This design comes from an exercise in tuning for small area, a short achievable clock period and few clock cycles per item on the open sky130 flow, not from production work.
Only simulation tests tie the RTL to the original design; equivalence was not proved.

$ cat flow/config.mk
export PLATFORM = sky130hd
export DESIGN_NAME = tpu_top
export DESIGN_NICKNAME = tpu_top
export VERILOG_FILES = /design/flow/design.v
export SDC_FILE = /design/flow/constraint.sdc
export NUM_CORES = 4
export LEC_CHECK = 0
export CAP_MARGIN = 20
export CORE_MARGIN = 2
export CORE_UTILIZATION = 40
export SLEW_MARGIN = 20
$ cat flow/constraint.sdc
create_clock -name core_clock -period 7.5 [get_ports {clk}]
set_input_delay 1.5000 -clock core_clock [delete_from_list [all_inputs] [get_ports {clk}]]
set_output_delay 1.5000 -clock core_clock [all_outputs]
set_load 0.01 [all_outputs]
$ cat flow/design.v
package tpu_pkg;
    localparam int ARRAY_N   = 4;
    localparam int MAT_WORDS = ARRAY_N * ARRAY_N;
    localparam int OPERAND_W = 8;
    localparam int ACC_W     = 16;
    localparam int DRAIN_CYCLES = 2 * ARRAY_N;
    localparam int RUN_CYCLES   = 4 * ARRAY_N + 2;
    localparam int CNT_W        = $clog2(DRAIN_CYCLES);
    typedef logic [$clog2(MAT_WORDS)-1:0] addr_t;
    typedef logic [15:0]                  word_t;
    typedef logic signed [OPERAND_W-1:0]  operand_t;
    typedef logic [ACC_W-1:0]             acc_t;
    typedef logic [$clog2(ARRAY_N)-1:0]   index_t;
    typedef logic [CNT_W-1:0]             phase_cnt_t;
    typedef logic [ARRAY_N*OPERAND_W-1:0] operand_vec_t;
    typedef logic [MAT_WORDS*ACC_W-1:0]   acc_grid_t;
    typedef enum logic [1:0] {BANK_A, BANK_B, BANK_RESULT, BANK_NONE} bank_sel_t;
    typedef enum logic [2:0] {
        S_IDLE,
        S_CLEAR,
        S_FEED,
        S_DRAIN,
        S_STORE,
        S_DONE
    } ctrl_state_t;
endpackage
`timescale 1ns/10ps
module mac_pe (
    input  logic              clk,
    input  logic              rst_n,
    input  logic              acc_clear,
    input  logic              a_in_valid,
    input  logic              b_in_valid,
    input  tpu_pkg::operand_t a_in,
    input  tpu_pkg::operand_t b_in,
    output logic              a_out_valid,
    output logic              b_out_valid,
    output tpu_pkg::operand_t a_out,
    output tpu_pkg::operand_t b_out,
    output tpu_pkg::acc_t     acc
);
    tpu_pkg::acc_t product;
    assign product = a_in * b_in;
    always_ff @(posedge clk or negedge rst_n) begin
        if (!rst_n) begin
            acc         <= '0;
            a_out       <= '0;
            b_out       <= '0;
            a_out_valid <= 1'b0;
            b_out_valid <= 1'b0;
        end else if (acc_clear) begin
            acc         <= '0;
            a_out       <= '0;
            b_out       <= '0;
            a_out_valid <= 1'b0;
            b_out_valid <= 1'b0;
        end else begin
            a_out       <= a_in;
            b_out       <= b_in;
            a_out_valid <= a_in_valid;
            b_out_valid <= b_in_valid;
            if (a_in_valid && b_in_valid) begin
                acc <= acc + product;
            end
        end
    end
endmodule
`timescale 1ns/10ps
module systolic_array (
    input  logic                  clk,
    input  logic                  rst_n,
    input  logic                  acc_clear,
    input  logic                  feed_valid,
    input  tpu_pkg::operand_vec_t a_col,
    input  tpu_pkg::operand_vec_t b_row,
    output tpu_pkg::acc_grid_t    acc_grid
);
    tpu_pkg::operand_t a_link [tpu_pkg::ARRAY_N][tpu_pkg::ARRAY_N+1];
    logic              a_vld  [tpu_pkg::ARRAY_N][tpu_pkg::ARRAY_N+1];
    tpu_pkg::operand_t b_link [tpu_pkg::ARRAY_N+1][tpu_pkg::ARRAY_N];
    logic              b_vld  [tpu_pkg::ARRAY_N+1][tpu_pkg::ARRAY_N];
    for (genvar lane = 0; lane < tpu_pkg::ARRAY_N; lane++) begin : g_skew
        logic [2*tpu_pkg::OPERAND_W:0] lane_in;
        logic [2*tpu_pkg::OPERAND_W:0] lane_out;
        assign lane_in = {feed_valid,
                          a_col[lane*tpu_pkg::OPERAND_W +: tpu_pkg::OPERAND_W],
                          b_row[lane*tpu_pkg::OPERAND_W +: tpu_pkg::OPERAND_W]};
        if (lane == 0) begin : g_direct
            assign lane_out = lane_in;
        end else begin : g_delay
            logic [2*tpu_pkg::OPERAND_W:0] pipe [lane];
            always_ff @(posedge clk or negedge rst_n) begin
                if (!rst_n) begin
                    for (int s = 0; s < lane; s++) begin
                        pipe[s] <= '0;
                    end
                end else if (acc_clear) begin
                    for (int s = 0; s < lane; s++) begin
                        pipe[s] <= '0;
                    end
                end else begin
                    pipe[0] <= lane_in;
                    for (int s = 1; s < lane; s++) begin
                        pipe[s] <= pipe[s-1];
                    end
                end
            end
            assign lane_out = pipe[lane-1];
        end
        assign a_vld[lane][0]  = lane_out[2*tpu_pkg::OPERAND_W];
        assign a_link[lane][0] = lane_out[2*tpu_pkg::OPERAND_W-1:tpu_pkg::OPERAND_W];
        assign b_vld[0][lane]  = lane_out[2*tpu_pkg::OPERAND_W];
        assign b_link[0][lane] = lane_out[tpu_pkg::OPERAND_W-1:0];
    end
    for (genvar i = 0; i < tpu_pkg::ARRAY_N; i++) begin : g_row
        for (genvar j = 0; j < tpu_pkg::ARRAY_N; j++) begin : g_col
            mac_pe pe_inst (
                .clk         (clk),
                .rst_n       (rst_n),
                .acc_clear   (acc_clear),
                .a_in_valid  (a_vld[i][j]),
                .b_in_valid  (b_vld[i][j]),
                .a_in        (a_link[i][j]),
                .b_in        (b_link[i][j]),
                .a_out_valid (a_vld[i][j+1]),
                .b_out_valid (b_vld[i+1][j]),
                .a_out       (a_link[i][j+1]),
                .b_out       (b_link[i+1][j]),
                .acc         (acc_grid[(i*tpu_pkg::ARRAY_N+j)*tpu_pkg::ACC_W +: tpu_pkg::ACC_W])
            );
        end
    end
endmodule
`timescale 1ns/10ps
module matrix_banks (
    input  logic                  clk,
    input  logic                  rst_n,
    input  logic                  host_we,
    input  logic                  busy,
    input  tpu_pkg::bank_sel_t    host_bank,
    input  tpu_pkg::addr_t        host_addr,
    input  tpu_pkg::word_t        host_wdata,
    input  tpu_pkg::index_t       step,
    input  logic                  res_we,
    input  tpu_pkg::index_t       res_row,
    input  tpu_pkg::acc_grid_t    acc_grid,
    output tpu_pkg::word_t        host_rdata,
    output tpu_pkg::operand_vec_t a_col,
    output tpu_pkg::operand_vec_t b_row
);
    tpu_pkg::operand_t bank_a [tpu_pkg::MAT_WORDS];
    tpu_pkg::operand_t bank_b [tpu_pkg::MAT_WORDS];
    tpu_pkg::acc_t     bank_r [tpu_pkg::MAT_WORDS];
    always_ff @(posedge clk or negedge rst_n) begin
        if (!rst_n) begin
            for (int w = 0; w < tpu_pkg::MAT_WORDS; w++) begin
                bank_a[w] <= '0;
                bank_b[w] <= '0;
                bank_r[w] <= '0;
            end
        end else if (res_we) begin
            for (int c = 0; c < tpu_pkg::ARRAY_N; c++) begin
                bank_r[int'(res_row) * tpu_pkg::ARRAY_N + c] <=
                    acc_grid[(int'(res_row) * tpu_pkg::ARRAY_N + c) * tpu_pkg::ACC_W +:
                             tpu_pkg::ACC_W];
            end
        end else if (host_we && !busy) begin
            case (host_bank)
                tpu_pkg::BANK_A:      bank_a[host_addr] <= host_wdata[7:0];
                tpu_pkg::BANK_B:      bank_b[host_addr] <= host_wdata[7:0];
                tpu_pkg::BANK_RESULT: bank_r[host_addr] <= host_wdata;
                default: ;
            endcase
        end
    end
    always_comb begin
        case (host_bank)
            tpu_pkg::BANK_A:      host_rdata = {{8{bank_a[host_addr][7]}}, bank_a[host_addr]};
            tpu_pkg::BANK_B:      host_rdata = {{8{bank_b[host_addr][7]}}, bank_b[host_addr]};
            tpu_pkg::BANK_RESULT: host_rdata = bank_r[host_addr];
            default:              host_rdata = '0;
        endcase
    end
    always_comb begin
        for (int k = 0; k < tpu_pkg::ARRAY_N; k++) begin
            a_col[k * tpu_pkg::OPERAND_W +: tpu_pkg::OPERAND_W] =
                bank_a[k * tpu_pkg::ARRAY_N + int'(step)];
            b_row[k * tpu_pkg::OPERAND_W +: tpu_pkg::OPERAND_W] =
                bank_b[int'(step) * tpu_pkg::ARRAY_N + k];
        end
    end
endmodule
`timescale 1ns/10ps
module tpu_controller (
    input  logic            clk,
    input  logic            rst_n,
    input  logic            start_valid,
    output logic            start_ready,
    output logic            busy,
    output logic            done,
    output logic            acc_clear,
    output logic            feed_valid,
    output logic            res_we,
    output tpu_pkg::index_t step,
    output tpu_pkg::index_t res_row
);
    tpu_pkg::ctrl_state_t state;
    tpu_pkg::phase_cnt_t  cnt;
    tpu_pkg::index_t      phase_idx;
    always_ff @(posedge clk or negedge rst_n) begin
        if (!rst_n) begin
            state <= tpu_pkg::S_IDLE;
            cnt   <= '0;
        end else begin
            case (state)
                tpu_pkg::S_IDLE: begin
                    if (start_valid) begin
                        state <= tpu_pkg::S_CLEAR;
                    end
                end
                tpu_pkg::S_CLEAR: begin
                    state <= tpu_pkg::S_FEED;
                    cnt   <= tpu_pkg::phase_cnt_t'(tpu_pkg::ARRAY_N - 1);
                end
                tpu_pkg::S_FEED: begin
                    if (cnt == '0) begin
                        state <= tpu_pkg::S_DRAIN;
                        cnt   <= tpu_pkg::phase_cnt_t'(tpu_pkg::DRAIN_CYCLES - 1);
                    end else begin
                        cnt <= cnt - 1'b1;
                    end
                end
                tpu_pkg::S_DRAIN: begin
                    if (cnt == '0) begin
                        state <= tpu_pkg::S_STORE;
                        cnt   <= tpu_pkg::phase_cnt_t'(tpu_pkg::ARRAY_N - 1);
                    end else begin
                        cnt <= cnt - 1'b1;
                    end
                end
                tpu_pkg::S_STORE: begin
                    if (cnt == '0) begin
                        state <= tpu_pkg::S_DONE;
                    end else begin
                        cnt <= cnt - 1'b1;
                    end
                end
                tpu_pkg::S_DONE: begin
                    state <= tpu_pkg::S_IDLE;
                end
                default: begin
                    state <= tpu_pkg::S_IDLE;
                end
            endcase
        end
    end
    assign phase_idx = tpu_pkg::index_t'(tpu_pkg::ARRAY_N - 1) - tpu_pkg::index_t'(cnt);
    assign start_ready = (state == tpu_pkg::S_IDLE);
    assign busy        = (state != tpu_pkg::S_IDLE);
    assign done        = (state == tpu_pkg::S_DONE);
    assign acc_clear   = (state == tpu_pkg::S_CLEAR);
    assign feed_valid  = (state == tpu_pkg::S_FEED);
    assign res_we      = (state == tpu_pkg::S_STORE);
    assign step        = phase_idx;
    assign res_row     = phase_idx;
endmodule
`timescale 1ns/10ps
module tpu_top (
    input  logic               clk,
    input  logic               rst_n,
    input  logic               start_valid,
    input  logic               host_we,
    input  tpu_pkg::bank_sel_t host_bank,
    input  tpu_pkg::addr_t     host_addr,
    input  tpu_pkg::word_t     host_wdata,
    output logic               start_ready,
    output logic               busy,
    output logic               done,
    output tpu_pkg::word_t     host_rdata
);
    tpu_pkg::index_t       step;
    tpu_pkg::index_t       res_row;
    logic                  res_we;
    logic                  acc_clear;
    logic                  feed_valid;
    tpu_pkg::operand_vec_t a_col;
    tpu_pkg::operand_vec_t b_row;
    tpu_pkg::acc_grid_t    acc_grid;
    matrix_banks banks_inst (
        .clk        (clk),
        .rst_n      (rst_n),
        .host_we    (host_we),
        .busy       (busy),
        .host_bank  (host_bank),
        .host_addr  (host_addr),
        .host_wdata (host_wdata),
        .step       (step),
        .res_we     (res_we),
        .res_row    (res_row),
        .acc_grid   (acc_grid),
        .host_rdata (host_rdata),
        .a_col      (a_col),
        .b_row      (b_row)
    );
    tpu_controller ctrl_inst (
        .clk         (clk),
        .rst_n       (rst_n),
        .start_valid (start_valid),
        .start_ready (start_ready),
        .busy        (busy),
        .done        (done),
        .acc_clear   (acc_clear),
        .feed_valid  (feed_valid),
        .res_we      (res_we),
        .step        (step),
        .res_row     (res_row)
    );
    systolic_array array_inst (
        .clk        (clk),
        .rst_n      (rst_n),
        .acc_clear  (acc_clear),
        .feed_valid (feed_valid),
        .a_col      (a_col),
        .b_row      (b_row),
        .acc_grid   (acc_grid)
    );
endmodule
$ cat flow/run.sh
#!/bin/bash
# synth_recipe.tcl (not shown) runs the flow's synth.tcl, then flattens the netlist and writes it again
# the make line also repeats each setting of config.mk as NAME=value (left out here)
make -C /OpenROAD-flow-scripts/flow DESIGN_CONFIG=/design/flow/config.mk WORK_HOME=/design/flow/orfs CLKGATE_MAP_FILE= SYNTH_SCRIPT=/design/flow/synth_recipe.tcl finish
==> flow_summary.yaml, run 1 <==
clock_network:
  htreeDepth: 4
  cts_root_buf: "clkbuf_16"
  post_cts_buffers: 0
  cts_num_sinks: 1068
  hold_buffers: 0
  clk_pin_slew_ns: 0.06
  clock_latency_ns: 0.82
  cts_buffer_depth: 3
  cts_made_buffers: 130
  tritoncts: "done"
  post_cts_resized: 0
drt:
  wire_per_inst_um: 26.7
  vias: 69263
  first_iter_violations: 5852
  wirelength_um: 333000
  drc: 0
  postRouteAntennaNets: 0
  avgViaCountPerCell: 5.54
  first_pass_iters: 9
synthesis:
  synthCells: 9311
  ys.flop_type: "dfrtp_1"
  synthDistinctLibCells: 88
  syn_area_sq_um: 94600
  yosys_register_bits: 1068
  synth_top_area_cell: "dfrtp_1"
  synth_edf_count: 0
  yosys_warnings: 21
  syn_nets: 11070
  async_reset_ff_frac: 1.00
  seq_area_frac_synth: 0.282
  synth.avg_cell_area_sq_um: 10.2
  synthTopCellsByArea: "dfrtp_1, fa_1, ha_1"
  yosysTopAreaCellShare: 0.282
setup_path:
  cp-start-kind: "flip-flop"
  critPathMaxFanout: 28
  end_kind: "flip-flop"
  worstPathRequired_ns: 8.19
  crit_arrival_ns: 7.55
  r2r_slack_ns: 0.64
  worst-setup-path-type: "reg -> reg"
sta:
  max_freq_ghz: 0.146
  skew_ns: 0.0576
  setup_tns_ns: 0
  setup_viol: 0
  rsz0062_at_grt: "false"
  max_slew_margin: 0.152
  fin_ws_ns: 0.640
  tightest_slew_ns: 1.26
  hold_viol: 0
  period_needed_ns: 6.86
  period_share: 0.915
  drv_slew: 0
grt:
  antenna_found_initial: 31
  grt_usage: 0.279
  grt_pass1_wl_um: 496000
  grt-ovfl-total: 0
  grt_pass1_vias: 72332
  grt_max_degree: 173
floorplan:
  io-pin-count: 45
  die_w_um: 490
  dieArea_sq_um: 241000
  start_util: 0.402
  fp.dieH_um: 490
  core_sq_um: 235000
  rows: 178
placed_design:
  gp_congestion: 0.971
  port-buffer-count: 44
  post-place-ws_ns: 0.838
  dp_hpwl_um: 260000
outcome:
  status: "no timing/DRC/antenna violations"
layout:
  final_common_cell: "inv_1"
  drive_above_1_share: 0.0813
  area_growth_pct: 9.13
  nNetsFinal: 10974
  final_cell_mix: "inv_1, fa_1, dfrtp_1"
flow_run:
  cap_viol_max_count: 0
hold_path:
  worstHoldPathType: "reg -> reg"
## area by class of cell
type	instances	area [sq um]
antenna	33	82.6
clock buffer	169	3710
tap	3150	3940
multi-input combinational	6358	60800
timing repair buffer	191	1670
inverter	1466	5500
clock inverter	64	877
sequential	1068	26700
fill	22578	132000
## worst max-delay path, stage by stage (launching register included)
cell and delay [ns]:
dfrtp_4 0.44, inv_1 0.12, ha_2 0.45, a222oi_1 0.71
nand2_1 0.11, o21ai_1 0.39, inv_1 0.23, nand2_1 0.14
fa_1 0.45, fa_1 0.51, inv_1 0.05, fa_1 0.45
fa_1 0.52, fa_1 0.42, ha_1 0.32, o21ai_0 0.09
nor2_1 0.11, o41a_1 0.37, a211oi_1 0.37, a21oi_1 0.16
xnor2_1 0.15, a22o_1 0.18
## per-layer routing
metal | routed length, um | global-route usage | part of all wire
met1 | 143000 | 0.383 | 0.43
met2 | 153000 | 0.438 | 0.46
met3 | 22100 | 0.0436 | 0.066
met4 | 15800 | 0.120 | 0.048
met5 | 48 | 0 | 0.00014
## through the flow
step	hold WS [ns]	std cells	util	cell area, sq um
after floorplan	0.428	9311	-	94600
after global placement	0.434	12232	0.419	98600
after detailed placement	0.435	12233	0.419	98600
after CTS	0.450	12466	0.439	103000
after global routing	0.465	12490	0.439	103000
final	0.446	12499	0.439	103000
## logic make-up after synthesis
| logic type | after synthesis | synth area share |
|---|---|---|
| muxes | 599 | 0.0767 |
| adders and majority gates | 1733 | 0.319 |
| and+or+nand+nor | 2396 | 0.126 |
| DFF | 1068 | 0.282 |
| xor gates and xnor gates | 275 | 0.0254 |
| AOI/OAI and AO/OA | 1355 | 0.0932 |
| buffers and inverters | 1885 | 0.0767 |
## worst paths after layout
path | endpoint | startpoint | depth (start not counted)
setup / recovery | array_inst.g_row[0].g_col[0].pe_inst.acc[15]$_DFFE_PN0P_ | ctrl_inst.cnt[0]$_DFFE_PN0P_ | 21
hold / removal | array_inst.g_skew[3].g_delay.pipe[2][9]$_DFF_PN0_ | array_inst.g_skew[3].g_delay.pipe[1][9]$_DFF_PN0_ | 1
setup reg to reg | array_inst.g_row[0].g_col[0].pe_inst.acc[15]$_DFFE_PN0P_ | ctrl_inst.cnt[0]$_DFFE_PN0P_ | 21
hold reg to reg | array_inst.g_skew[3].g_delay.pipe[2][9]$_DFF_PN0_ | array_inst.g_skew[3].g_delay.pipe[1][9]$_DFF_PN0_ | 1
max in group asynchronous | banks_inst.bank_r[15][7]$_DFFE_PN0P_ | rst_n | 3
min in group asynchronous | banks_inst.bank_a[6][3]$_DFFE_PN0P_ | rst_n | 1
## registers in the layout, summed over array words and instances (netlist names)
name,count
banks_inst.bank_a,128
ctrl_inst.cnt,3
array_inst.g_skew.g_delay.pipe,96
banks_inst.bank_r,256
array_inst.g_row.g_col.pe_inst.b_out,96
array_inst.g_row.g_col.pe_inst.a_out_valid,4
array_inst.g_row.g_col.pe_inst.acc,256
ctrl_inst.state,3
banks_inst.bank_b,128
array_inst.g_row.g_col.pe_inst.b_out_valid,2
array_inst.g_row.g_col.pe_inst.a_out,96
## Yosys cell counts (all sizes together) (10+ instances only)
cell / n
a211o: 19
a211oi: 46
a21o: 44
a21oi: 378
a221o: 32
a221oi: 26
a222oi: 22
a22o: 34
a22oi: 191
a31oi: 89
a32oi: 15
and2: 648
and3: 20
buf: 116
clkbuf: 303
dfrtp: 1068
fa: 1136
ha: 597
inv: 1465
mux2: 360
mux2i: 174
mux4: 65
nand2: 713
nand2b: 174
nand3: 66
nand3b: 28
nor2: 532
nor2b: 45
nor3: 62
nor3b: 20
o211ai: 15
o21a: 45
o21ai: 279
o21bai: 10
o221ai: 20
o22ai: 19
o31ai: 20
or2: 13
or3: 42
or4: 11
xnor2: 245
xor2: 30
Testbench counts, summed over its fixed seeds: cycles 20,800, items 320.
==> inputs of run 2 (changes only) <==
==> flow/design.v (replaced) <==
package tpu_pkg;
    typedef logic [3:0]  addr_t;
    typedef logic [15:0] word_t;
    typedef enum logic [1:0] {BANK_A, BANK_B, BANK_RESULT, BANK_NONE} bank_sel_t;
endpackage
`timescale 1ns/10ps
module tpu_top (
    input  logic               clk,
    input  logic               rst_n,
    input  logic               start_valid,
    input  logic               host_we,
    input  tpu_pkg::bank_sel_t host_bank,
    input  tpu_pkg::addr_t     host_addr,
    input  tpu_pkg::word_t     host_wdata,
    output logic               start_ready,
    output logic               busy,
    output logic               done,
    output tpu_pkg::word_t     host_rdata
);
    logic [7:0]  bank_a [16];
    logic [7:0]  bank_b [16];
    logic [15:0] bank_c [16];
    logic [3:0]  fidx;
    logic [3:0]  step;
    logic        calc;
    logic        done_r;
    always_ff @(posedge clk or negedge rst_n) begin
        if (!rst_n) begin
            busy   <= 1'b0;
            calc   <= 1'b0;
            done_r <= 1'b0;
            step   <= '0;
            fidx   <= '0;
        end else begin
            done_r <= calc && (step == 4'd15);
            if (!busy) begin
                if (start_valid) begin
                    busy <= 1'b1;
                    calc <= 1'b1;
                    fidx <= 4'd1;
                end
            end else begin
                if (calc) step <= step + 4'd1;
                if (fidx != 4'd0) fidx <= fidx + 4'd1;
                if (calc && step == 4'd15) calc <= 1'b0;
                if (done_r) busy <= 1'b0;
            end
        end
    end
    assign start_ready = ~busy;
    assign done        = done_r;
    logic host_wr;
    assign host_wr = host_we && !busy;
    logic [7:0]  fa_a;
    logic [3:0]  op_neg, op_one, op_two;
    logic [7:0]  op_b [4];
    logic [1:0]  fk;
    assign fk = fidx[1:0];
    assign fa_a = (host_wr && host_bank == tpu_pkg::BANK_A && host_addr == 4'd0) ?
                  host_wdata[7:0] : bank_a[fidx];
    always_ff @(posedge clk) begin
        for (int r = 0; r < 4; r++) begin
            logic hi, mid, lo;
            hi  = fa_a[2*r+1];
            mid = fa_a[2*r];
            lo  = (r == 0) ? 1'b0 : fa_a[2*r-1];
            op_neg[r] <= hi;
            op_one[r] <= mid ^ lo;
            op_two[r] <= (hi & ~mid & ~lo) | (~hi & mid & lo);
        end
        for (int j = 0; j < 4; j++) begin
            if (host_wr && host_bank == tpu_pkg::BANK_B && host_addr == 4'(j))
                op_b[j] <= host_wdata[7:0];
            else
                op_b[j] <= bank_b[{fk, 2'(j)}];
        end
    end
    logic [15:0] acc [4];
    logic [15:0] sum [4];
    logic        last;
    assign last = (step[1:0] == 2'd3);
    localparam logic [15:0] ACC_INIT = 16'hAC00;
    always_comb begin
        for (int j = 0; j < 4; j++) begin
            logic [8:0]  bx;
            logic [8:0]  pp;
            logic [15:0] rows;
            bx = {op_b[j][7], op_b[j]};
            rows = acc[j];
            for (int r = 0; r < 4; r++) begin
                for (int t = 0; t < 9; t++) begin
                    pp[t] = ((op_one[r] & bx[t]) | (op_two[r] & ((t == 0) ? 1'b0 : bx[t-1]))) ^ op_neg[r];
                end
                pp[8] = ~pp[8];
                rows = rows + (16'(pp) << (2*r)) + (16'(op_neg[r]) << (2*r));
            end
            sum[j] = rows;
        end
    end
    always_ff @(posedge clk) begin
        for (int j = 0; j < 4; j++) acc[j] <= (calc && !last) ? sum[j] : ACC_INIT;
    end
    always_ff @(posedge clk or negedge rst_n) begin
        if (!rst_n) begin
            for (int w = 0; w < 16; w++) begin
                bank_a[w] <= '0;
                bank_b[w] <= '0;
                bank_c[w] <= '0;
            end
        end else begin
            for (int w = 0; w < 16; w++) begin
                if (host_wr && host_bank == tpu_pkg::BANK_A && host_addr == 4'(w))
                    bank_a[w] <= host_wdata[7:0];
                if (host_wr && host_bank == tpu_pkg::BANK_B && host_addr == 4'(w))
                    bank_b[w] <= host_wdata[7:0];
                if (host_wr && host_bank == tpu_pkg::BANK_RESULT && host_addr == 4'(w))
                    bank_c[w] <= host_wdata;
                else if (calc && last && step[3:2] == 2'(w / 4))
                    bank_c[w] <= sum[w % 4];
            end
        end
    end
    always_comb begin
        case (host_bank)
            tpu_pkg::BANK_A:      host_rdata = {{8{bank_a[host_addr][7]}}, bank_a[host_addr]};
            tpu_pkg::BANK_B:      host_rdata = {{8{bank_b[host_addr][7]}}, bank_b[host_addr]};
            tpu_pkg::BANK_RESULT: host_rdata = bank_c[host_addr];
            default:              host_rdata = '0;
        endcase
    end
endmodule
--- a/flow/config.mk
+++ b/flow/config.mk
@@ -10,2 +10,3 @@
 export CORE_UTILIZATION = 40
+export SETUP_SLACK_MARGIN = 2.0
 export SLEW_MARGIN = 20
==> run 2 against run 1 <==
- still clean on timing, DRC and antenna
- fmax rose by 24%
- sequential share of layout area rose by 8.7 points
- setup slack improved by 1.3 ns
- critical endpoint is now host_rdata[0]
==> flow_summary.yaml, run 2 <==
clock_network:
  cts_root_buf: "clkbuf_16"
  htreeDepth: 3
  tritoncts: "done"
  cts_num_sinks: 631
  cts_buffer_depth: 3
  clk_pin_slew_ns: 0.06
  hold_buffers: 0
  cts_made_buffers: 74
  clock_latency_ns: 0.67
setup_path:
  worst-setup-path-type: "in -> out"
  cp-startpoint: "host_addr[2]"
  r2r_cells: 14
  r2r_slack_ns: 2.21
  regToRegEndpoint: "bank_c[1][10]$_DFFE_PN0P_"
  end_kind: "output pin"
  critPathMaxFanout: 35
  worstPathRequired_ns: 6.00
  cp-start-kind: "input pin"
  r2r-start: "op_one[0]$_DFF_P_"
  crit_arrival_ns: 4.05
  setup.worst_path.end: "host_rdata[0]"
placed_design:
  port-buffer-count: 44
  dp_hpwl_um: 117000
  placed_cell_area_sq_um: 40600
  post-place-ws_ns: 1.07
  gp_congestion: 1.01
synthesis:
  yosys_register_bits: 631
  synth_fa_ha_area_frac: 0.0916
  synthCells: 4170
  synth_mux_area_frac: 0.113
  async_reset_ff_frac: 0.829
  ys.flop_type: "dfrtp_1"
  seq_area_frac_synth: 0.391
  synthSimpleGateAreaFrac: 0.116
  synth_top_family_by_area: "compound AO/OA/AOI/OAI gates"
  synth.avg_cell_area_sq_um: 9.34
  synth_edf_count: 0
  synthTopCellsByArea: "dfrtp_1, mux2_2, dfxtp_1"
  synthDistinctLibCells: 84
  syn_area_sq_um: 39000
  yosysTopAreaCellShare: 0.336
  yosys_warnings: 7
  synth_top_area_cell: "dfrtp_1"
  synth_most_common_cell: "dfrtp_1"
  synth-xor-area-share: 0.0445
  synth_common_cells: "dfrtp_1, nand2_1, o21ai_0"
  synth_compound_area_frac: 0.192
  syn_nets: 4426
floorplan:
  core_sq_um: 96600
  fp.dieH_um: 316
  start_util: 0.403
  rows: 114
  die_w_um: 316
  dieArea_sq_um: 99900
  io-pin-count: 45
drt:
  drc: 0
  met2_wirelength_um: 69500
  met3_length_um: 18000
  first_pass_iters: 10
  avgViaCountPerCell: 6.33
  postRouteAntennaNets: 0
  routed.top_layer: "met5"
  wire_per_inst_um: 30.4
  wirelength_um: 165000
  wl_met1_um: 66400
  first_iter_violations: 4934
  vias: 34352
layout:
  largest_reg_flops: 256
  final_cell_mix: "dfrtp_1, nand2_1, o21ai_0"
  area_growth_pct: 13.1
  fin_area_sq_um: 44100
  final_common_cell: "dfrtp_1"
  drive_above_1_share: 0.173
  final_core_utilization: 0.456
  reg_top3: "bank_c x256, bank_a x128, bank_b x128"
  largest_register: "bank_c"
  nNetsFinal: 4352
  fillers: 9165
sta:
  setup_viol: 0
  max_slew_margin: 0.182
  hold_viol: 0
  period_share: 0.741
  max_freq_ghz: 0.180
  period_needed_ns: 5.55
  drv_slew: 0
  fin_ws_ns: 1.95
  rsz0062_at_grt: "true"
  setup_tns_ns: 0
  tightest_slew_ns: 1.22
  skew_ns: 0.0312
grt:
  grt-ovfl-total: 0
  antenna_found_initial: 9
  grt_usage: 0.329
  grt_max_degree: 136
  grt_pass1_wl_um: 239000
  grt_pass1_vias: 32640
hold_path:
  worstHoldPathType: "reg -> reg"
outcome:
  status: "no timing/DRC/antenna violations"
flow_run:
  cap_viol_max_count: 0
[run 2: layout make-up]
| cell class | count | area, sq um | share of cell area |
|---|---|---|---|
| Clock inverter | 34 | 402 | 0.00911 |
| Multi-Input combinational cell | 3043 | 22300 | 0.505 |
| Sequential cell | 631 | 15300 | 0.346 |
| Timing Repair Buffer | 197 | 1840 | 0.0418 |
| Tap cell | 1276 | 1600 | 0.0362 |
| Antenna cell | 1 | 2.50 | 0.0000568 |
| Inverter | 149 | 568 | 0.0129 |
| Clock buffer | 99 | 2140 | 0.0485 |
[run 2: metrics by stage]
| stage | hold WS (ns) | cells |
|---|---|---|
| finish | 0.448 | 5430 |
| global route | 0.456 | 5430 |
| CTS | 0.432 | 5419 |
| detailed placement | 0.452 | 5266 |
| global placement | 0.448 | 5266 |
| floorplan | 0.463 | 4170 |
[run 2: what timing repair did]
item,CTS,global route
endpoints found under the setup margin,18,31
buffers inserted,17,8
gates resized for setup,115,46
cloned,3,2
pin swaps,5,7
[run 2: metal layers]
metal / global-route usage / up-vias
li1: - / 14701
met3: 0.0789 / 468
met2: 0.479 / 2184
met5: 0 / -
met1: 0.450 / 16993
met4: 0.185 / 6
[run 2: worst min-delay path by stage]
| stage | from | end | cells past startpoint |
|---|---|---|---|
| floorplan | bank_a[0][6]$_DFFE_PN0P_ | bank_a[0][6]$_DFFE_PN0P_ | 2 |
| global placement | done_r$_DFF_PN0_ | busy$_DFF_PN0_ | 1 |
| detailed placement | done_r$_DFF_PN0_ | busy$_DFF_PN0_ | 1 |
| CTS | done_r$_DFF_PN0_ | busy$_DFF_PN0_ | 1 |
| global route | done_r$_DFF_PN0_ | busy$_DFF_PN0_ | 1 |
| finish | done_r$_DFF_PN0_ | busy$_DFF_PN0_ | 1 |
[run 2: logic make-up (layout without fill, tap and decap cells)]
| logic type | Yosys count | in the layout |
|---|---|---|
| AO/OA/AOI/OAI | 1167 | 1167 |
| adder cells (fa/ha/maj) | 230 | 230 |
| flip-flops | 631 | 631 |
| buffers and inverters | 498 | 479 |
| AND/OR/NAND/NOR | 1047 | 1049 |
| multiplexers | 399 | 399 |
| XOR/XNOR | 198 | 198 |
| other | 0 | 1 |
[run 2: worst max-delay path, cell delays in order]
cell             delay [ns]
buf_12                 0.22
nand2_2                0.29
nor2_4                 0.43
a22oi_1                0.18
o22ai_1                0.20
a221oi_2               0.07
a21oi_2                0.31
or3_1                  0.24
clkdlybuf4s50_1        0.57
Testbench counts of run 2, summed over its fixed seeds: cycles 20,480, items 320.

-- what the ideal ports hide --
Ports are ideal in the flow. The routed layouts listed here were re-timed in OpenROAD. Step 1 (the two cells are an assumption about what drives the block):
set clk [get_ports {clk}]
set_driving_cell -lib_cell sky130_fd_sc_hd__clkbuf_16 $clk
set_driving_cell -lib_cell sky130_fd_sc_hd__buf_2 [delete_from_list [all_inputs] $clk]
Step 2 times the ports against the registers' clock, not the clock port: input delays grow and output delays shrink by t, the midpoint of the rising clock arrivals with the driver on. Three values: ideal ports, drivers, drivers and shift; two values: the first two.
run	shift t [ns]	slack for setup (ns)	clock arrival spread, ns	worst slew at a driven data input, ns
run 1	0.891	0.640 / 0.640 / 0.640	0.059 / 0.059	0.05
run 2	0.720	1.946 / 1.855 / 1.855	0.031 / 0.031	0.19
After both steps setup and hold are still met in every run listed. For run 2, which loses most, drivers alone change the setup slack by -0.091 ns; drivers and shift together by -0.091 ns.
